What follows belongs to an exercise in optimizing a design on an open flow for small area, a short achievable clock period and few clock cycles; a production flow would make more cautious choices.
Only simulation tests tie the RTL to the original design; equivalence was not proved.

===== design/flow/flow/run.sh =====
#!/bin/bash
# The standard layout (standard.sh: the standard flow's synthesis and ORFS from floorplan to finish), with
# one change: the port buffers that global placement inserts are buf_1 cells instead of the
# cell buffer_ports picks by itself (clkdlybuf4s50_1, a delay cell of 10 um2).
set -e
export BUFFER_PORTS_ARGS="-buffer_cell sky130_fd_sc_hd__buf_1"
bash standard.sh > standard.log 2>&1

===== design/flow/standard.sh =====
#!/bin/bash
# synth_recipe.tcl (not shown) runs the flow's synth.tcl, then flattens the netlist and writes it again
# the make line also repeats each setting of config.mk as NAME=value (left out here)
make -C /OpenROAD-flow-scripts/flow DESIGN_CONFIG=/design/flow/config.mk WORK_HOME=/design/flow/orfs CLKGATE_MAP_FILE= SYNTH_SCRIPT=/design/flow/synth_recipe.tcl "${@:-finish}"

===== design/flow/config.mk =====
export PLATFORM = sky130hd
export DESIGN_NAME = minimal_standard_lcg_stream
export DESIGN_NICKNAME = minimal_standard_lcg_stream
export VERILOG_FILES = /design/flow/design.v
export SDC_FILE = /design/flow/constraint.sdc
export NUM_CORES = 4
export LEC_CHECK = 0
export CAP_MARGIN = 20
export CORE_MARGIN = 2
export CORE_UTILIZATION = 45
export CTS_BUF_LIST = sky130_fd_sc_hd__clkbuf_4 sky130_fd_sc_hd__clkbuf_8
export CTS_CLUSTER_DIAMETER = 100
export CTS_CLUSTER_SIZE = 30
export SETUP_SLACK_MARGIN = 3.0
export SLEW_MARGIN = 20

===== design/flow/constraint.sdc =====
create_clock -name core_clock -period 8.0 [get_ports {clk}]
set_input_delay 1.6000 -clock core_clock [delete_from_list [all_inputs] [get_ports {clk}]]
set_output_delay 1.6000 -clock core_clock [all_outputs]
set_load 0.01 [all_outputs]

===== design/flow/design.v =====
package mslcg_pkg;
	localparam int unsigned STATE_W    = 31;
	localparam int unsigned DIM_W      = 7;
	localparam int unsigned PATHS_W    = 16;
	localparam int unsigned CMD_W      = 2;
	localparam int unsigned JUMP_W     = PATHS_W + DIM_W;
	localparam int unsigned CFG_IDX_W  = 8;
	localparam int unsigned CFG_DATA_W = 31;
	localparam int unsigned CNT_W      = $clog2(STATE_W + 1);
	localparam int unsigned MAX_DIM_DEF = 64;
	localparam logic [STATE_W-1:0] LCG_MOD      = 31'h7FFF_FFFF;
	localparam logic [STATE_W-1:0] LCG_MUL      = 31'd16807;
	localparam int unsigned        LCG_MUL_BITS = 15;
	localparam logic [STATE_W-1:0] LCG_MUL_ALIGNED = LCG_MUL << (STATE_W - LCG_MUL_BITS);
	localparam logic [CNT_W-1:0]   MUL_CNT_STEP = CNT_W'(LCG_MUL_BITS);
	localparam logic [CNT_W-1:0]   MUL_CNT_FULL = CNT_W'(STATE_W);
	localparam logic [CMD_W-1:0] CMD_DRAW  = 2'd0;
	localparam logic [CMD_W-1:0] CMD_RESET = 2'd1;
	localparam logic [CMD_W-1:0] CMD_SKIP  = 2'd2;
	localparam logic [CFG_IDX_W-1:0] REG_SEED = 8'd0;
	localparam logic [CFG_IDX_W-1:0] REG_DIM  = 8'd1;
	typedef enum logic [2:0] {
		S_IDLE,
		S_STEP,
		S_EMIT,
		S_JCHK,
		S_JMUL,
		S_JSQR
	} state_t;
endpackage
module minimal_standard_lcg_stream #(
	parameter int unsigned MAX_DIM = mslcg_pkg::MAX_DIM_DEF
) (
	input  logic                              clk,
	input  logic                              arst_n,
	input  logic                              cfg_valid,
	output logic                              cfg_ready,
	input  logic [mslcg_pkg::CFG_IDX_W-1:0]   cfg_index,
	input  logic [mslcg_pkg::CFG_DATA_W-1:0]  cfg_data,
	input  logic                              req_valid,
	output logic                              req_ready,
	input  logic [mslcg_pkg::CMD_W-1:0]       req_cmd,
	input  logic [mslcg_pkg::PATHS_W-1:0]     req_skip_paths,
	output logic                              rsp_valid,
	input  logic                              rsp_ready,
	output logic [mslcg_pkg::STATE_W-1:0]     rsp_sample,
	output logic                              rsp_last
);
	localparam int unsigned STATE_W = mslcg_pkg::STATE_W;
	localparam int unsigned DIM_W   = mslcg_pkg::DIM_W;
	localparam int unsigned PATHS_W = mslcg_pkg::PATHS_W;
	function automatic logic [4:0] skip_digit(input logic [4:0] k, input logic [2:0] d);
		case ({k, d})
			{5'd1, 3'd0}: skip_digit = 5'h00;
			{5'd1, 3'd1}: skip_digit = 5'h08;
			{5'd1, 3'd2}: skip_digit = 5'h0f;
			{5'd1, 3'd3}: skip_digit = 5'h0c;
			{5'd1, 3'd4}: skip_digit = 5'h0e;
			{5'd1, 3'd5}: skip_digit = 5'h19;
			{5'd1, 3'd6}: skip_digit = 5'h13;
			{5'd2, 3'd0}: skip_digit = 5'h00;
			{5'd2, 3'd1}: skip_digit = 5'h1f;
			{5'd2, 3'd2}: skip_digit = 5'h0d;
			{5'd2, 3'd3}: skip_digit = 5'h0a;
			{5'd2, 3'd4}: skip_digit = 5'h05;
			{5'd2, 3'd5}: skip_digit = 5'h03;
			{5'd2, 3'd6}: skip_digit = 5'h0a;
			{5'd3, 3'd0}: skip_digit = 5'h03;
			{5'd3, 3'd1}: skip_digit = 5'h0d;
			{5'd3, 3'd2}: skip_digit = 5'h0e;
			{5'd3, 3'd3}: skip_digit = 5'h0a;
			{5'd3, 3'd4}: skip_digit = 5'h02;
			{5'd3, 3'd5}: skip_digit = 5'h11;
			{5'd3, 3'd6}: skip_digit = 5'h1e;
			{5'd4, 3'd0}: skip_digit = 5'h03;
			{5'd4, 3'd1}: skip_digit = 5'h03;
			{5'd4, 3'd2}: skip_digit = 5'h1c;
			{5'd4, 3'd3}: skip_digit = 5'h1a;
			{5'd4, 3'd4}: skip_digit = 5'h0f;
			{5'd4, 3'd5}: skip_digit = 5'h1a;
			{5'd4, 3'd6}: skip_digit = 5'h09;
			{5'd5, 3'd0}: skip_digit = 5'h03;
			{5'd5, 3'd1}: skip_digit = 5'h10;
			{5'd5, 3'd2}: skip_digit = 5'h1b;
			{5'd5, 3'd3}: skip_digit = 5'h01;
			{5'd5, 3'd4}: skip_digit = 5'h0f;
			{5'd5, 3'd5}: skip_digit = 5'h04;
			{5'd5, 3'd6}: skip_digit = 5'h12;
			{5'd6, 3'd0}: skip_digit = 5'h00;
			{5'd6, 3'd1}: skip_digit = 5'h14;
			{5'd6, 3'd2}: skip_digit = 5'h0f;
			{5'd6, 3'd3}: skip_digit = 5'h0c;
			{5'd6, 3'd4}: skip_digit = 5'h04;
			{5'd6, 3'd5}: skip_digit = 5'h12;
			{5'd6, 3'd6}: skip_digit = 5'h08;
			{5'd7, 3'd0}: skip_digit = 5'h00;
			{5'd7, 3'd1}: skip_digit = 5'h11;
			{5'd7, 3'd2}: skip_digit = 5'h0d;
			{5'd7, 3'd3}: skip_digit = 5'h0a;
			{5'd7, 3'd4}: skip_digit = 5'h1b;
			{5'd7, 3'd5}: skip_digit = 5'h0f;
			{5'd7, 3'd6}: skip_digit = 5'h12;
			{5'd8, 3'd0}: skip_digit = 5'h00;
			{5'd8, 3'd1}: skip_digit = 5'h1a;
			{5'd8, 3'd2}: skip_digit = 5'h19;
			{5'd8, 3'd3}: skip_digit = 5'h11;
			{5'd8, 3'd4}: skip_digit = 5'h1e;
			{5'd8, 3'd5}: skip_digit = 5'h04;
			{5'd8, 3'd6}: skip_digit = 5'h03;
			{5'd9, 3'd0}: skip_digit = 5'h03;
			{5'd9, 3'd1}: skip_digit = 5'h1c;
			{5'd9, 3'd2}: skip_digit = 5'h19;
			{5'd9, 3'd3}: skip_digit = 5'h1d;
			{5'd9, 3'd4}: skip_digit = 5'h1e;
			{5'd9, 3'd5}: skip_digit = 5'h1b;
			{5'd9, 3'd6}: skip_digit = 5'h1f;
			{5'd10, 3'd0}: skip_digit = 5'h03;
			{5'd10, 3'd1}: skip_digit = 5'h16;
			{5'd10, 3'd2}: skip_digit = 5'h19;
			{5'd10, 3'd3}: skip_digit = 5'h06;
			{5'd10, 3'd4}: skip_digit = 5'h17;
			{5'd10, 3'd5}: skip_digit = 5'h1c;
			{5'd10, 3'd6}: skip_digit = 5'h09;
			{5'd11, 3'd0}: skip_digit = 5'h00;
			{5'd11, 3'd1}: skip_digit = 5'h0a;
			{5'd11, 3'd2}: skip_digit = 5'h0c;
			{5'd11, 3'd3}: skip_digit = 5'h1d;
			{5'd11, 3'd4}: skip_digit = 5'h18;
			{5'd11, 3'd5}: skip_digit = 5'h13;
			{5'd11, 3'd6}: skip_digit = 5'h15;
			{5'd12, 3'd0}: skip_digit = 5'h00;
			{5'd12, 3'd1}: skip_digit = 5'h04;
			{5'd12, 3'd2}: skip_digit = 5'h0e;
			{5'd12, 3'd3}: skip_digit = 5'h1d;
			{5'd12, 3'd4}: skip_digit = 5'h0e;
			{5'd12, 3'd5}: skip_digit = 5'h00;
			{5'd12, 3'd6}: skip_digit = 5'h03;
			{5'd13, 3'd0}: skip_digit = 5'h03;
			{5'd13, 3'd1}: skip_digit = 5'h05;
			{5'd13, 3'd2}: skip_digit = 5'h0d;
			{5'd13, 3'd3}: skip_digit = 5'h17;
			{5'd13, 3'd4}: skip_digit = 5'h18;
			{5'd13, 3'd5}: skip_digit = 5'h05;
			{5'd13, 3'd6}: skip_digit = 5'h1f;
			{5'd14, 3'd0}: skip_digit = 5'h03;
			{5'd14, 3'd1}: skip_digit = 5'h1e;
			{5'd14, 3'd2}: skip_digit = 5'h1b;
			{5'd14, 3'd3}: skip_digit = 5'h08;
			{5'd14, 3'd4}: skip_digit = 5'h1c;
			{5'd14, 3'd5}: skip_digit = 5'h1d;
			{5'd14, 3'd6}: skip_digit = 5'h09;
			{5'd15, 3'd0}: skip_digit = 5'h00;
			{5'd15, 3'd1}: skip_digit = 5'h1a;
			{5'd15, 3'd2}: skip_digit = 5'h07;
			{5'd15, 3'd3}: skip_digit = 5'h04;
			{5'd15, 3'd4}: skip_digit = 5'h14;
			{5'd15, 3'd5}: skip_digit = 5'h08;
			{5'd15, 3'd6}: skip_digit = 5'h02;
			{5'd16, 3'd0}: skip_digit = 5'h03;
			{5'd16, 3'd1}: skip_digit = 5'h12;
			{5'd16, 3'd2}: skip_digit = 5'h04;
			{5'd16, 3'd3}: skip_digit = 5'h1a;
			{5'd16, 3'd4}: skip_digit = 5'h16;
			{5'd16, 3'd5}: skip_digit = 5'h16;
			{5'd16, 3'd6}: skip_digit = 5'h07;
			{5'd17, 3'd0}: skip_digit = 5'h03;
			{5'd17, 3'd1}: skip_digit = 5'h18;
			{5'd17, 3'd2}: skip_digit = 5'h14;
			{5'd17, 3'd3}: skip_digit = 5'h14;
			{5'd17, 3'd4}: skip_digit = 5'h0a;
			{5'd17, 3'd5}: skip_digit = 5'h03;
			{5'd17, 3'd6}: skip_digit = 5'h0c;
			{5'd18, 3'd0}: skip_digit = 5'h03;
			{5'd18, 3'd1}: skip_digit = 5'h1e;
			{5'd18, 3'd2}: skip_digit = 5'h00;
			{5'd18, 3'd3}: skip_digit = 5'h07;
			{5'd18, 3'd4}: skip_digit = 5'h18;
			{5'd18, 3'd5}: skip_digit = 5'h0d;
			{5'd18, 3'd6}: skip_digit = 5'h14;
			{5'd19, 3'd0}: skip_digit = 5'h00;
			{5'd19, 3'd1}: skip_digit = 5'h12;
			{5'd19, 3'd2}: skip_digit = 5'h08;
			{5'd19, 3'd3}: skip_digit = 5'h07;
			{5'd19, 3'd4}: skip_digit = 5'h0c;
			{5'd19, 3'd5}: skip_digit = 5'h0d;
			{5'd19, 3'd6}: skip_digit = 5'h12;
			{5'd20, 3'd0}: skip_digit = 5'h03;
			{5'd20, 3'd1}: skip_digit = 5'h06;
			{5'd20, 3'd2}: skip_digit = 5'h15;
			{5'd20, 3'd3}: skip_digit = 5'h03;
			{5'd20, 3'd4}: skip_digit = 5'h18;
			{5'd20, 3'd5}: skip_digit = 5'h00;
			{5'd20, 3'd6}: skip_digit = 5'h07;
			{5'd21, 3'd0}: skip_digit = 5'h03;
			{5'd21, 3'd1}: skip_digit = 5'h1d;
			{5'd21, 3'd2}: skip_digit = 5'h09;
			{5'd21, 3'd3}: skip_digit = 5'h0d;
			{5'd21, 3'd4}: skip_digit = 5'h08;
			{5'd21, 3'd5}: skip_digit = 5'h02;
			{5'd21, 3'd6}: skip_digit = 5'h08;
			default: skip_digit = '0;
		endcase
	endfunction
	function automatic logic [2:0] skip_lead(input logic [4:0] k);
		skip_lead[0] = (32'h000899c6 >> k) & 1'b1;
		skip_lead[1] = (32'h00000000 >> k) & 1'b1;
		skip_lead[2] = (32'h00000000 >> k) & 1'b1;
	endfunction
	function automatic logic [4:0] skip_first(input logic [4:0] k);
		skip_first[0] = (32'h003766bc >> k) & 1'b1;
		skip_first[1] = (32'h003fef3c >> k) & 1'b1;
		skip_first[2] = (32'h00001044 >> k) & 1'b1;
		skip_first[3] = (32'h00008906 >> k) & 1'b1;
		skip_first[4] = (32'h000881c4 >> k) & 1'b1;
	endfunction
	function automatic logic [STATE_W-1:0] sanitize(input logic [STATE_W-1:0] s);
		sanitize = (s == '0 || s == mslcg_pkg::LCG_MOD) ? STATE_W'(1) : s;
	endfunction
	function automatic logic [STATE_W-1:0] rotl(input logic [STATE_W-1:0] v, input int unsigned r);
		rotl = (v << r) | (v >> (STATE_W - r));
	endfunction
	function automatic logic [2*STATE_W-1:0] csa(input logic [STATE_W-1:0] a, b, c);
		logic [STATE_W-1:0] cy;
		cy = (a & b) | (a & c) | (b & c);
		csa = {a ^ b ^ c, cy[STATE_W-2:0], cy[STATE_W-1]};
	endfunction
	function automatic logic [STATE_W-1:0] add_eac(input logic [STATE_W-1:0] a, b);
		logic [STATE_W-1:0] g, p, gg, pp, gn, pn, c;
		g = a & b;
		p = a ^ b;
		gg = g;
		pp = p;
		for (int l = 0; (1 << l) < STATE_W; l++) begin
			for (int i = 0; i < STATE_W; i++) begin
				gn[i] = gg[i] | (pp[i] & gg[(i + STATE_W - (1 << l)) % STATE_W]);
				pn[i] = pp[i] & pp[(i + STATE_W - (1 << l)) % STATE_W];
			end
			gg = gn;
			pp = pn;
		end
		for (int i = 0; i < STATE_W; i++) begin
			c[i] = gg[(i + STATE_W - 1) % STATE_W];
		end
		add_eac = p ^ c;
	endfunction
	logic [STATE_W-1:0] x_q, seed_q, acc_q;
	logic [DIM_W-1:0]   n_q;
	logic [5:0]         cnt_q;
	logic               valid_q;
	logic               load_q;
	logic [PATHS_W-1:0] paths_q;
	logic               skip_q;
	logic [5:0]         jacc_q;
	logic [4:0]         kscan_q;
	logic               mul_q;
	logic [4:0]         kidx_q;
	logic [2:0]         step_q;
	logic req_fire, cfg_fire, exec, advance;
	logic [1:0] cmd;
	logic [DIM_W-1:0] n_new;
	logic [STATE_W-1:0] cfg_clean;
	assign req_ready  = !load_q && !skip_q && (!valid_q || (cnt_q == '0 && rsp_ready));
	assign cfg_ready  = !load_q && !skip_q && !valid_q;
	assign rsp_valid  = valid_q;
	assign rsp_sample = x_q;
	assign rsp_last   = (cnt_q == '0);
	assign req_fire = req_valid && req_ready;
	assign cfg_fire = cfg_valid && cfg_ready;
	assign cmd      = req_cmd;
	assign exec     = req_fire;
	assign advance  = valid_q && rsp_ready && cnt_q != '0;
	assign cfg_clean = sanitize(cfg_data);
	always_comb begin
		if (cfg_data[DIM_W-1:0] == '0) begin
			n_new = DIM_W'(1);
		end else if (cfg_data[DIM_W-1:0] > DIM_W'(MAX_DIM)) begin
			n_new = DIM_W'(MAX_DIM);
		end else begin
			n_new = cfg_data[DIM_W-1:0];
		end
	end
	logic skip_go;
	logic [PATHS_W-1:0] sc_p;
	logic [5:0] sc_jacc;
	logic [4:0] sc_k;
	logic [DIM_W-1:0] jsum;
	logic jbit, scan_done, scan_on, mul_last, mul_free, mul_start, scan_adv;
	assign skip_go   = exec && cmd == mslcg_pkg::CMD_SKIP;
	assign sc_p      = skip_go ? req_skip_paths : paths_q;
	assign sc_jacc   = skip_go ? '0 : jacc_q;
	assign sc_k      = skip_go ? '0 : kscan_q;
	assign jsum      = DIM_W'(sc_jacc) + (sc_p[0] ? n_q : '0);
	assign jbit      = jsum[0];
	assign scan_done = (paths_q == '0) && (jacc_q == '0);
	assign scan_on   = skip_go || (skip_q && !scan_done);
	assign mul_last  = mul_q && step_q == 3'd6;
	assign mul_free  = !mul_q || mul_last;
	assign mul_start = skip_q && !scan_done && jbit && mul_free;
	assign scan_adv  = scan_on && (!jbit || mul_free);
	logic [4:0] dig_q, dig_d;
	logic       acc_en_q;
	logic [STATE_W-1:0] o0, o1, o2, o3, o4, o5, sum;
	logic [2*STATE_W-1:0] l1a, l1b, l2, l3;
	always_comb begin
		if (mul_start) begin
			dig_d = skip_first(kscan_q);
		end else if (mul_q && !mul_last) begin
			dig_d = skip_digit(kidx_q, step_q + 3'd1);
		end else begin
			dig_d = 5'h09;
		end
	end
	always_comb begin
		o0 = ~(dig_q[0] ? x_q : '0);
		o1 = dig_q[3] ? rotl(x_q, 3) : '0;
		o2 = (!mul_q ? rotl(x_q, 14) : '0)  | (dig_q[1] ? rotl(x_q, 1) : '0);
		o3 = (!mul_q ? rotl(x_q, 9)  : '0)  | (dig_q[2] ? rotl(x_q, 2) : '0);
		o4 = (!mul_q ? rotl(x_q, 5)  : '0)  | (dig_q[4] ? rotl(x_q, 4) : '0);
		o5 = (!mul_q ? ~rotl(x_q, 7) : '0) | (acc_en_q ? rotl(acc_q, 5) : '0);
		l1a = csa(o0, o1, o2);
		l1b = csa(o3, o4, o5);
		l2  = csa(l1a[2*STATE_W-1:STATE_W], l1a[STATE_W-1:0], l1b[2*STATE_W-1:STATE_W]);
		l3  = csa(l2[2*STATE_W-1:STATE_W], l2[STATE_W-1:0], l1b[STATE_W-1:0]);
		sum = add_eac(l3[2*STATE_W-1:STATE_W], l3[STATE_W-1:0]);
	end
	always_ff @(posedge clk or negedge arst_n) begin
		if (!arst_n) begin
			x_q     <= STATE_W'(1);
			seed_q  <= STATE_W'(1);
			n_q     <= DIM_W'(1);
			valid_q <= 1'b0;
			load_q  <= 1'b0;
			skip_q  <= 1'b0;
			mul_q   <= 1'b0;
			dig_q    <= 5'h09;
			acc_en_q <= 1'b0;
		end else begin
			dig_q    <= dig_d;
			acc_en_q <= mul_q && !mul_last;
			if (cfg_fire && cfg_index == mslcg_pkg::REG_SEED) begin
				seed_q <= cfg_clean;
			end
			load_q <= cfg_fire && cfg_index == mslcg_pkg::REG_SEED;
			if (load_q) begin
				x_q <= seed_q;
			end else if (cfg_fire && cfg_index == mslcg_pkg::REG_DIM) begin
				n_q <= n_new;
				x_q <= seed_q;
			end else if (exec && cmd == mslcg_pkg::CMD_RESET) begin
				x_q <= seed_q;
			end else if (advance || (exec && cmd == mslcg_pkg::CMD_DRAW) || mul_last || (skip_go && jbit)) begin
				x_q <= sum;
			end
			if (exec) begin
				valid_q <= (cmd == mslcg_pkg::CMD_DRAW);
			end else if (rsp_ready && cnt_q == '0) begin
				valid_q <= 1'b0;
			end
			if (skip_go) begin
				skip_q <= 1'b1;
			end else if (scan_done && mul_free) begin
				skip_q <= 1'b0;
			end
			if (mul_start) begin
				mul_q <= 1'b1;
			end else if (mul_last) begin
				mul_q <= 1'b0;
			end
		end
	end
	always_ff @(posedge clk) begin
		acc_q <= sum;
		if (exec && cmd == mslcg_pkg::CMD_DRAW) begin
			cnt_q <= 6'(n_q - DIM_W'(1));
		end else if (advance) begin
			cnt_q <= cnt_q - 6'd1;
		end
		if (scan_adv) begin
			paths_q <= sc_p >> 1;
		end
		if (scan_adv) begin
			jacc_q  <= jsum[DIM_W-1:1];
			kscan_q <= sc_k + 5'd1;
		end
		if (mul_start) begin
			kidx_q <= kscan_q;
			step_q <= skip_lead(kscan_q);
		end else if (mul_q) begin
			step_q <= step_q + 3'd1;
		end
	end
endmodule

==> summary.txt, run 1 <==
- Outcome: no timing/DRC/antenna violations
- DRC: 0
- Wirelength, routed: 53700 um
- R2R Path Start: x_q[15]
- Core Area: 0.0316 sq mm
- Worst R2R Path Depth: 14
- Sequential fraction of the synthesis area: 0.262
- Syn Inst Count: 1707
- ANT nets after route: 0
- TritonCTS buffer count: 17
- Core Rows: 65
- Hold Crit Start: n_q[6]
- DR vias: 13600
- Place WS: 2120 ps
- CTS tree: done
- Hold Fails Final Rpt: 0
- Initial antenna violation count: 1
- Share of layout cells above drive strength 1: 0.146
- WL/cell: 24.8 um
- Flop-to-flop setup slack: between 3000 and 4000 ps
- Post-synth EDFFs: 40
- Endpoint, Worst Hold: n_q[6]
- Setup violators final: 0
- # H-tree levels: 4
- PortBufs: 96
- CP required: 8360 ps
- Largest net degree at the start of global routing: 80
- Hold WS: 507 ps
- Die Span X: roughly 180 um
- Hold path depth: 1
- Synth warn: 1
- CP Launch Type: flip-flop
- Count of cell types in the netlist: 87
- First-pass GRT wire length: 81000 um
- Synthesized Nets: 1950
- Worst setup EP type: flip-flop
- # IOs: 97
- Max-slew violations: 0
- Worst-Margin Slew: 1100 ps
- Fmax: between 0.2 and 0.25 GHz
- Setup Crit Path Kind: reg -> reg
- Vias per inst: 6.29
- Worst Skew: 15.4 ps
- Nets: 1988
- Clock tree root buffer cell: clkbuf_8
- Placement Cell Area: ~0.015 sq mm
- Vias in the first global route: ~13000
- Sinks on Clock Net: 150
- PnR worst setup slack: roughly 3000 ps
- Post-detail-place hpwl: 41400 um
- Ys async rst share: 0.527
- Die Height: 184 um
- #FFs+latches synth: 150
- Worst hold path type: reg -> reg
- Crit Reg-Reg Endpoint: x_q[24]
- Sum of negative setup slack: 0 ps
- Slew headroom: 0.269
- Number of max-cap violations: 0
- Synth Flop Type: dfrtp_1
- Initial Utilization: 0.459
- Cts hold-fix bufs: 0
- Die area: roughly 0.034 sq mm
- CTS Buffer Depth: 2
- Worst Path Max Fanout: 9
- GPL Wtd Cong: 1.07
- Final instance area: 0.0164 sq mm
- Worst Path Arrival: 5350 ps
- Gr ovfl total: 0
- Area Overhead vs Synth: 12.8%
- Clock Latency Late Sink: between 400 and 500 ps
- Initial DRC Count: about 1800
- Synth Cell Area: 0.0145 sq mm
- First drt pass iteration count: 7
- Worst-path clk slew: about 90 ps
- Unrepaired setup endpoints after global routing: yes
- Final min period: between 4000 and 5000 ps
- Synthesized area per cell: 8.51 sq um
- Fin crit share: 0.624
- GRT Resource Usage Total: 0.321
==> area by class of cell <==
class / instances / area (sq um)
Fill cell: 3033 / 15200
Multi-Input combinational cell: 1327 / 10500
Sequential cell: 150 / 3840
Timing Repair Buffer: 125 / 632
Tap cell: 402 / 503
Inverter: 124 / 465
Clock buffer: 18 / 248
Clock inverter: 14 / 164
Antenna cell: 1 / 2.50
==> layer usage <==
layer,track usage,wire [um],up-vias
li1,-,-,5996
met1,0.479,23600,6703
met2,0.469,23000,779
met3,0.0557,5200,123
met4,0.106,1770,0
met5,0,0,-
==> synthesized netlist by cell type (17+ instances only) <==
| cell | instances | area share |
|---|---|---|
| mux2i_1 | 17 | 0.012 |
| inv_1 | 123 | 0.032 |
| nor2_1 | 108 | 0.028 |
| o21ai_0 | 98 | 0.034 |
| nand3_1 | 18 | 0.0062 |
| dfrtp_1 | 74 | 0.13 |
| buf_2 | 28 | 0.0096 |
| xnor2_1 | 37 | 0.022 |
| a22o_1 | 30 | 0.018 |
| and2_1 | 42 | 0.018 |
| nand2b_1 | 43 | 0.019 |
| dfxtp_1 | 31 | 0.043 |
| a221o_1 | 33 | 0.023 |
| nor3_1 | 27 | 0.0093 |
| o21ai_1 | 18 | 0.0062 |
| ha_1 | 56 | 0.048 |
| a31oi_1 | 21 | 0.0090 |
| nand2_1 | 300 | 0.078 |
| a21boi_0 | 29 | 0.015 |
| edfxtp_1 | 40 | 0.083 |
| a21oi_1 | 104 | 0.036 |
| nand4_1 | 26 | 0.011 |
| fa_1 | 125 | 0.17 |
| nor2b_1 | 19 | 0.0082 |
| clkbuf_1 | 68 | 0.018 |
==> critical path, stage by stage, from the launching register on <==
cell	delay, ps
dfrtp_1	740
nand2b_1	190
a21boi_2	220
fa_1	540
fa_1	500
inv_1	50
fa_1	460
ha_2	470
nand2_1	190
nor2_1	290
a21oi_1	140
o21ai_0	340
a21oi_1	130
xnor2_1	240
a221o_1	360
==> how the worst max path moves through the flow <==
stage / startpoint / endpoint / depth (start not counted)
4_1_cts: mul_q / x_q[4] / 16
5_1_grt: mul_q / x_q[23] / 16
3_3_place_gp: dig_q[1] / x_q[28] / 13
2_1_floorplan: req_cmd[0] / jacc_q[0] / 8
3_5_place_dp: mul_q / x_q[28] / 15
6_report: x_q[15] / x_q[24] / 14
==> through the flow <==
stage / std cells / util
after floorplan: 1707 / -
after global placement: 2113 / 0.477
after detailed placement: 2113 / 0.477
after CTS: 2151 / 0.500
after global routing: 2160 / 0.518
final: 2161 / 0.518
==> sequential cells by signal, indices dropped and copies added, names as in the netlist <==
name      flops
kidx_q        5
paths_q      15
acc_en_q      1
dig_q         5
acc_q        31
mul_q         1
x_q          31
skip_q        1
step_q        3
cnt_q         6
seed_q       31
n_q           7
kscan_q       5
valid_q       1
load_q        1
jacc_q        6
==> kinds of logic after synthesis <==
group,Yosys count,share of synthesized area
AO/OA/AOI/OAI,438,0.202
XOR/XNOR,43,0.0259
adder cells (fa/ha/maj),181,0.220
buffers and inverters,230,0.0629
flip-flops,150,0.262
multiplexers,35,0.0266
AND/OR/NAND/NOR,630,0.200
==> placed cells by master, fill, tap and decap left out, types with 8 or more instances in the layout <==
cell	Yosys	final
nand4_1	26	26
a31oi_1	21	16
dfxtp_1	31	31
xnor2_1	37	32
and2_1	42	42
mux2i_1	17	17
a21boi_1	0	20
nor3_1	27	25
a221o_1	33	32
a21o_1	8	8
ha_2	0	16
a21oi_1	104	75
edfxtp_1	40	40
o211ai_1	10	10
inv_1	123	123
a211oi_1	12	11
dfrtp_1	74	56
nand3_1	18	18
buf_1	4	95
o21ai_2	0	19
o21ai_1	18	27
o21ai_0	98	68
nor2_2	0	12
buf_4	3	24
mux2_2	16	16
nand2_1	300	297
nor2b_1	19	16
dfrtp_2	0	16
ha_1	56	27
nor4_1	12	12
a21oi_2	0	25
nor2_1	108	94
nand2b_1	43	38
a22o_1	30	30
clkbuf_8	0	18
fa_1	125	125
ha_4	0	13
==> what timing repair did <==
action	in CTS	in global routing
gates resized for setup	111	125
pin swaps	5	6
setup endpoints to repair	61	49
setup buffers	6	8
cloned	0	1
Testbench counts, summed over its fixed seeds: cycles 9,787.
==> run 2: changes to the inputs <==
--- a/design/flow/config.mk
+++ b/design/flow/config.mk
@@ -10,6 +10,5 @@
 export CORE_UTILIZATION = 45
 export CTS_BUF_LIST = sky130_fd_sc_hd__clkbuf_4 sky130_fd_sc_hd__clkbuf_8
-export CTS_CLUSTER_DIAMETER = 100
-export CTS_CLUSTER_SIZE = 30
+export GPL_ROUTABILITY_DRIVEN = 0
 export SETUP_SLACK_MARGIN = 3.0
 export SLEW_MARGIN = 20
==> run 2 against run 1 <==
  * First-iteration DRC count shrank 6.5%
  * Wire length fell by 9.4%
  * Critical path type unchanged
  * Still clean
  * Cell area is 1.5% lower
  * Die area is the same
  * Synthesized cell count did not move
==> summary.txt, run 2 <==
- Die Height: 184 um (unchanged)
- Most frequent cells in the layout: nand2_1, fa_1, inv_1
- Core Rows: 65 (unchanged)
- First drt pass iteration count: 9 (+2)
- Antenna diodes: 0 (-1)
- Critical Path Source: mul_q
- Worst hold path type: reg -> reg
- Fin crit share: 0.626 (+0.00199)
- Placement Cell Area: 0.0151 sq mm (about the same)
- Max-slew violations: 0 (unchanged)
- Initial antenna violation count: 0 (-1)
- Setup Crit Path Kind: reg -> reg
- Post-synth top cells: nand2_1, fa_1, inv_1
- Syn Inst Count: 1707 (unchanged)
- Synthesized area per cell: 8.51 sq um (unchanged)
- Wirelength, routed: 48600 um (-9.4%)
- Sinks on Clock Net: 150 (unchanged)
- Synth top area cells: fa_1, dfrtp_1, edfxtp_1, nand2_1, ha_1
- Core Area: 0.0316 sq mm (unchanged)
- Count of cell types in the netlist: 87 (unchanged)
- CP required: 8360 ps (about the same)
- First-pass GRT wire length: 74900 um (-7.6%)
- Nets: 1981 (-0.35%)
- Commonest non-fill, non-tap cell in the layout: nand2_1
- #FFs+latches synth: 150 (unchanged)
- Gr ovfl total: 0 (unchanged)
- Clock Latency Late Sink: 480 ps (about the same)
- Vias per inst: 6.21 (-1.4%)
- Final min period: 5010 ps (+15.9 ps)
- Crit Reg-Reg Endpoint: x_q[12]
- Setup violators final: 0 (unchanged)
- WL/cell: 22.6 um (-9.1%)
- CTS tree: done
- Synth warn: 1 (unchanged)
- Ys async rst share: 0.527 (unchanged)
- Worst-path clk slew: 90 ps (about the same)
- DRC: 0 (unchanged)
- Slew headroom: 0.355 (+0.0859)
- CP Launch Type: flip-flop
- ANT nets after route: 0 (unchanged)
- Die area: 0.0337 sq mm (unchanged)
- Outcome: no timing/DRC/antenna violations
- Number of fill cells in the layout: 3011 (-0.73%)
- Worst setup EP type: flip-flop
- Post-synth EDFFs: 40 (unchanged)
- Worst Path Arrival: 5360 ps (about the same)
- Die Span X: 184 um (unchanged)
- Flop-to-flop setup slack: 2990 ps (-20 ps)
- Clock tree root buffer cell: clkbuf_8
- Most common cell in the netlist: nand2_1
- Finished Layout Cells: 2153 (-0.37%)
- Worst R2R Path Depth: 15 (+1)
- Sequential fraction of the synthesis area: 0.262 (unchanged)
- Hold Fails Final Rpt: 0 (unchanged)
- R2R Path Start: mul_q
- Area Overhead vs Synth: 11.1%
- # H-tree levels: 4 (unchanged)
- Initial Utilization: 0.459 (unchanged)
- DR vias: 13400 (-1.7%)
- Share of layout cells above drive strength 1: 0.114 (-0.0320)
- Sum of negative setup slack: 0 ps (unchanged)
- Area share of the largest cell type after synthesis: 0.172 (unchanged)
- Yosys top cell by area: fa_1
- Critical Path End: x_q[12]
- Synthesized Nets: 1950 (unchanged)
- CTS Buffer Depth: 2 (unchanged)
- Fin util: 0.510 (-0.00759)
- Worst-Margin Slew: 968 ps (-129 ps)
- Fmax: 0.200 GHz (-0.32%)
- PortBufs: 96 (unchanged)
- Synth Cell Area: 0.0145 sq mm (unchanged)
- Initial DRC Count: 1684 (-6.5%)
- Vias in the first global route: 13100 (-0.27%)
- Number of max-cap violations: 0 (unchanged)
- Largest net degree at the start of global routing: 80 (unchanged)
- Final instance area: 0.0161 sq mm (-1.5%)
- # IOs: 97 (unchanged)
- Unrepaired setup endpoints after global routing: yes
- Worst Skew: 26.6 ps (+11.3 ps)
- Worst Path Max Fanout: 31 (+22)
- Synth Flop Type: dfrtp_1
- GRT Resource Usage Total: 0.288 (-0.0325)
- Biggest regs: acc_q: 31 flops, seed_q: 31 flops, x_q: 31 flops
- Cells after DPL: 2112 (-0.047%)
- TritonCTS buffer count: 17 (unchanged)
- Post-detail-place hpwl: 36800 um (-11%)
-- run 2: cell counts after synthesis --
No cell type changed its count.
-- run 2: worst min path at each step --
stage                            end  startpoint  slack (ps)  cells after the start
after floorplan            kidx_q[3]  kscan_q[3]         420                      0
after global placement     seed_q[6]   seed_q[6]         480                      2
after detailed placement   seed_q[6]   seed_q[6]         490                      2
after CTS                  seed_q[6]   seed_q[6]         510                      2
after global routing      seed_q[25]  seed_q[25]         540                      1
final                      seed_q[6]   seed_q[6]         510                      2
-- run 2: kinds of logic (layout without fill, tap and decap cells) --
logic type                 count (synthesis)  after routing  share of synthesized area
buffers and inverters                    230            274                     0.0629
DFF                                      150            150                      0.262
AOI/OAI and AO/OA                        438            438                      0.202
muxes                                     35             35                     0.0266
xor gates and xnor gates                  43             43                     0.0259
adders and majority gates                181            181                      0.220
and+or+nand+nor                          630            630                      0.200
-- run 2: cell type report --
class	count	area [sq um]	area share
inverters	124	465	0.0288
repair buffers	118	587	0.0363
multi-input cells	1327	10300	0.639
well taps	402	503	0.0311
clock buffers	19	255	0.0158
flip-flops and latches	150	3820	0.237
clock inverters	13	195	0.0121
-- run 2: routing by layer --
layer | vias to the layer above | GRT usage | part of all wire
li1 | 5991 | - | -
met1 | 6461 | 0.416 | 0.43
met2 | 778 | 0.416 | 0.42
met3 | 136 | 0.0824 | 0.11
met4 | 0 | 0.0912 | 0.036
met5 | - | 0 | 0
-- run 2: through the flow --
step           setup WS (ps)  hold WS [ps]
3_3_place_gp            2310           484
5_1_grt                 2890           541
3_5_place_dp            2510           490
2_1_floorplan           3120           424
4_1_cts                 2920           509
6_report                2990           507
-- run 2: critical path: stages, from the launching register on --
cell and delay, ps:
dfrtp_2 490, buf_12 190, nand2b_1 250, a21boi_1 220
fa_1 600, fa_1 450, fa_1 510, inv_1 60
ha_1 470, nand2_2 180, nor2_4 240, nand2_1 100
o21ai_0 310, a31oi_1 200, xnor2_2 260, a221o_1 360
-- run 2: what timing repair did --
item | CTS | global route
pin swaps | 0 | 5
resized for setup | 37 | 135
setup endpoints to repair | 58 | 56
hold buffers | 0 | 0
buffers inserted | 0 | 7
gates cloned | 0 | 1
==> run 3: changes to the inputs <==
--- a/design/flow/config.mk
+++ b/design/flow/config.mk
@@ -8,5 +8,5 @@
 export CAP_MARGIN = 20
 export CORE_MARGIN = 2
-export CORE_UTILIZATION = 45
+export CORE_UTILIZATION = 50
 export CTS_BUF_LIST = sky130_fd_sc_hd__clkbuf_4 sky130_fd_sc_hd__clkbuf_8
 export GPL_ROUTABILITY_DRIVEN = 0
==> run 3 against run 2 <==
  * Register-to-register slack worse by 30 ps
  * Still clean on timing, DRC and antenna
  * Wire length is 0.97% higher
  * Synthesized cell count unchanged
  * Area after synthesis unchanged
  * Critical path depth up 1
  * Hold slack improved by 4.5 ps
  * Via count increased by 0.24%
  * Largest cell class unchanged
  * Final cell count fell by 0.93%
  * Global-route usage increased by 3.6 points
  * Cell area shrank 1.0%
  * Highest routed layer unchanged
==> summary.txt, run 3 <==
- Unrepaired setup endpoints after global routing: yes
- Finished Layout Cells: 2133 (-0.93%)
- Hold path depth: 1 (-1)
- Fin util: 0.558 (+0.0480)
- Nets: 1979 (-0.10%)
- Most common cell in the netlist: nand2_1
- Cts hold-fix bufs: 0 (unchanged)
- Die Span X: 174 um (-5.0%)
- Largest net degree at the start of global routing: 80 (unchanged)
- Area Overhead vs Synth: 10.0%
- Antenna diodes: 0 (unchanged)
- Post-synth EDFFs: 40 (unchanged)
- Synth warn: 1 (unchanged)
- R2R Path Start: acc_en_q
- Crit Reg-Reg Endpoint: x_q[19]
- TritonCTS buffer count: 17 (unchanged)
- Worst Skew: 14.2 ps (-12.4 ps)
- Worst-path clk slew: 80 ps (about the same)
- Worst path bufs/invs: 3 (+1)
- Delay-heaviest family, CP: adder cells
- Flop-to-flop setup slack: 2960 ps (-30 ps)
- Worst Path Arrival: 5390 ps (+30 ps)
- Max-slew violations: 0 (unchanged)
- Biggest regs: acc_q: 31 flops, seed_q: 31 flops, x_q: 31 flops
- Synthesized area per cell: 8.51 sq um (unchanged)
- Share of layout cells above drive strength 1: 0.107 (-0.00616)
- Commonest non-fill, non-tap cell in the layout: nand2_1
- Wirelength, routed: 49100 um (+0.97%)
- Gr ovfl total: 0 (unchanged)
- Worst Path Max Fanout: 17 (-45%)
- Initial DRC Count: 1492 (-11%)
- Setup Crit Path Kind: reg -> reg
- Hold Crit Start: seed_q[0]
- CP Launch Type: flip-flop
- ANT nets after route: 0 (unchanged)
- PortBufs: 96 (unchanged)
- Worst hold path type: reg -> reg
- Fmax: 0.199 GHz (-0.59%)
- Worst-Margin Slew: 977 ps (+9.51 ps)
- Synth top area cells: fa_1, dfrtp_1, edfxtp_1, nand2_1, ha_1
- WL/cell: 23.0 um (+1.9%)
- Core Area: 0.0286 sq mm (-9.5%)
- #FFs+latches synth: 150 (unchanged)
- Synth Cell Area: 0.0145 sq mm (unchanged)
- Sequential fraction of the synthesis area: 0.262 (unchanged)
- CP max-delay cell: dfrtp_4
- Fin crit share: 0.630 (+0.00370)
- Slew headroom: 0.348 (-0.00634)
- Outcome: no timing/DRC/antenna violations
- Endpoint, Worst Hold: seed_q[0]
- Initial Utilization: 0.508 (+0.0483)
- GRT Resource Usage Total: 0.325 (+0.0364)
- DRC: 0 (unchanged)
- Max incr delay on CP: 580 ps (-20 ps)
- Ys async rst share: 0.527 (unchanged)
- Hold Fails Final Rpt: 0 (unchanged)
- Worst R2R Path Depth: 16 (+1)
- # IOs: 97 (unchanged)
- Critical path cell sequence: buf_6 > nand2_1 > o21ai_0 > fa_1 > inv_1 > fa_1 > inv_1 > fa_1 > ha_2 > nand2_1 > o21ai_2 > a21oi_1 > o21ai_0 > a41o_1 > xor2_1 > a221o_1
- Setup violators final: 0 (unchanged)
- CTS tree: done
- Sinks on Clock Net: 150 (unchanged)
- CTS Buffer Depth: 2 (unchanged)
- Yosys top cell by area: fa_1
- Post-detail-place hpwl: 37300 um (+1.4%)
- Area share of the largest cell type after synthesis: 0.172 (unchanged)
- Cells after DPL: 2094 (-0.85%)
- Clock Latency Late Sink: 480 ps (about the same)
- Synthesized Nets: 1950 (unchanged)
- Vias in the first global route: 12900 (-1.3%)
- Sum of negative setup slack: 0 ps (unchanged)
- DR vias: 13400 (+0.24%)
- Post-synth top cells: nand2_1, fa_1, inv_1
- Worst setup EP type: flip-flop
- Die area: 0.0304 sq mm (-9.8%)
- First drt pass iteration count: 8 (-1)
- Vias per inst: 6.28 (+1.2%)
- Most frequent cells in the layout: nand2_1, fa_1, inv_1
- Initial antenna violation count: 0 (unchanged)
- Synth Flop Type: dfrtp_1
- Hold WS: 512 ps (+4.47 ps)
- Count of cell types in the netlist: 87 (unchanged)
- Clock tree root buffer cell: clkbuf_8
- Number of max-cap violations: 0 (unchanged)
- Number of fill cells in the layout: 2673 (-11%)
- # H-tree levels: 4 (unchanged)
- First-pass GRT wire length: 75900 um (+1.4%)
- Die Height: 174 um (-5.0%)
- Syn Inst Count: 1707 (unchanged)
- CP required: 8360 ps (about the same)
- Core Rows: 62 (-4.6%)
- Final min period: 5040 ps (+29.6 ps)
- CP most frequent cell: fa_1
run 3: cell counts after synthesis:
Identical to the previous run, type by type.
run 3: layer usage:
layer,part of all wire,global-route usage,vias to the layer above
li1,-,-,5986
met1,0.43,0.474,6488
met2,0.41,0.458,793
met3,0.12,0.0956,131
met4,0.035,0.112,0
met5,0,0,-
run 3: cell type report:
type | count | area, sq um | share of cell area
Multi-Input combinational cell | 1327 | 10300 | 0.642
Sequential cell | 150 | 3820 | 0.239
Timing Repair Buffer | 116 | 552 | 0.0345
Tap cell | 384 | 480 | 0.0301
Inverter | 124 | 465 | 0.0291
Clock buffer | 24 | 312 | 0.0195
Clock inverter | 8 | 97.6 | 0.00611
run 3: worst register-to-register path, stage by stage (launching register included):
cell     delay (ps)
dfrtp_4         580
buf_6           200
nand2_1          70
o21ai_0         180
fa_1            580
inv_1            50
fa_1            530
inv_1            50
fa_1            440
ha_2            480
nand2_1         180
o21ai_2         340
a21oi_1         180
o21ai_0         290
a41o_1          300
xor2_1          150
a221o_1         340
run 3: metrics by stage:
stage / worst slack (ps) / area (sq um)
global placement: 2370 / 15000
finish: 2960 / 16000
CTS: 2920 / 15600
detailed placement: 2410 / 15100
floorplan: 3120 / 14500
global route: 2930 / 16000
run 3: kinds of logic after synthesis:
kind of cell | count (synthesis) | share of synthesized area
adders and majority gates | 181 | 0.220
AOI/OAI and AO/OA | 438 | 0.202
DFF | 150 | 0.262
buffers and inverters | 230 | 0.0629
muxes | 35 | 0.0266
and+or+nand+nor | 630 | 0.200
xor gates and xnor gates | 43 | 0.0259
run 3: worst max-delay path by stage:
stage                           from        end  depth (start not counted)
after global routing        acc_en_q    x_q[19]                         16
final                       acc_en_q    x_q[19]                         16
after global placement         mul_q    x_q[28]                         15
after floorplan           req_cmd[0]  jacc_q[0]                          8
after detailed placement       mul_q    x_q[28]                         15
after CTS                      mul_q    x_q[28]                         15
run 3: what timing repair did:
action / 4_1_cts / 5_1_grt
setup buffers: 0 / 6
pin swaps: 0 / 7
gates resized for setup: 46 / 113
cloned: 0 / 1
setup endpoints to repair: 57 / 48

-- port drivers added, routing unchanged --
No port has a modelled driver above. Below, the same layouts with a new extraction and two added sets of constraints.
Step 1 (the two cells are an assumption about what drives the block):
set clk [get_ports {clk}]
set_driving_cell -lib_cell sky130_fd_sc_hd__clkbuf_16 $clk
set_driving_cell -lib_cell sky130_fd_sc_hd__buf_2 [delete_from_list [all_inputs] $clk]
Step 2 adds t to the input delays and takes it off the output delays; t is the mean of the earliest and latest rising clock arrival at the registers after step 1. Input paths then give back, and output paths get back, about the clock's delay inside the block.
Three values: no drivers, after step 1, after step 2; two values: the first two.
run	shift t [ns]	slack for setup (ns)	worst setup path after step 2	worst slew at a driven data input, ns
run 1	0.511	3.009 / 3.009 / 2.825	input to register	0.03
run 2	0.510	2.993 / 2.993 / 2.921	input to register	0.05
run 3	0.513	2.964 / 2.964 / 2.839	input to register	0.04
After both steps setup and hold are still met in every run listed. For run 1, which loses most, drivers alone change the setup slack by 0.000 ns; drivers and shift together by -0.184 ns.
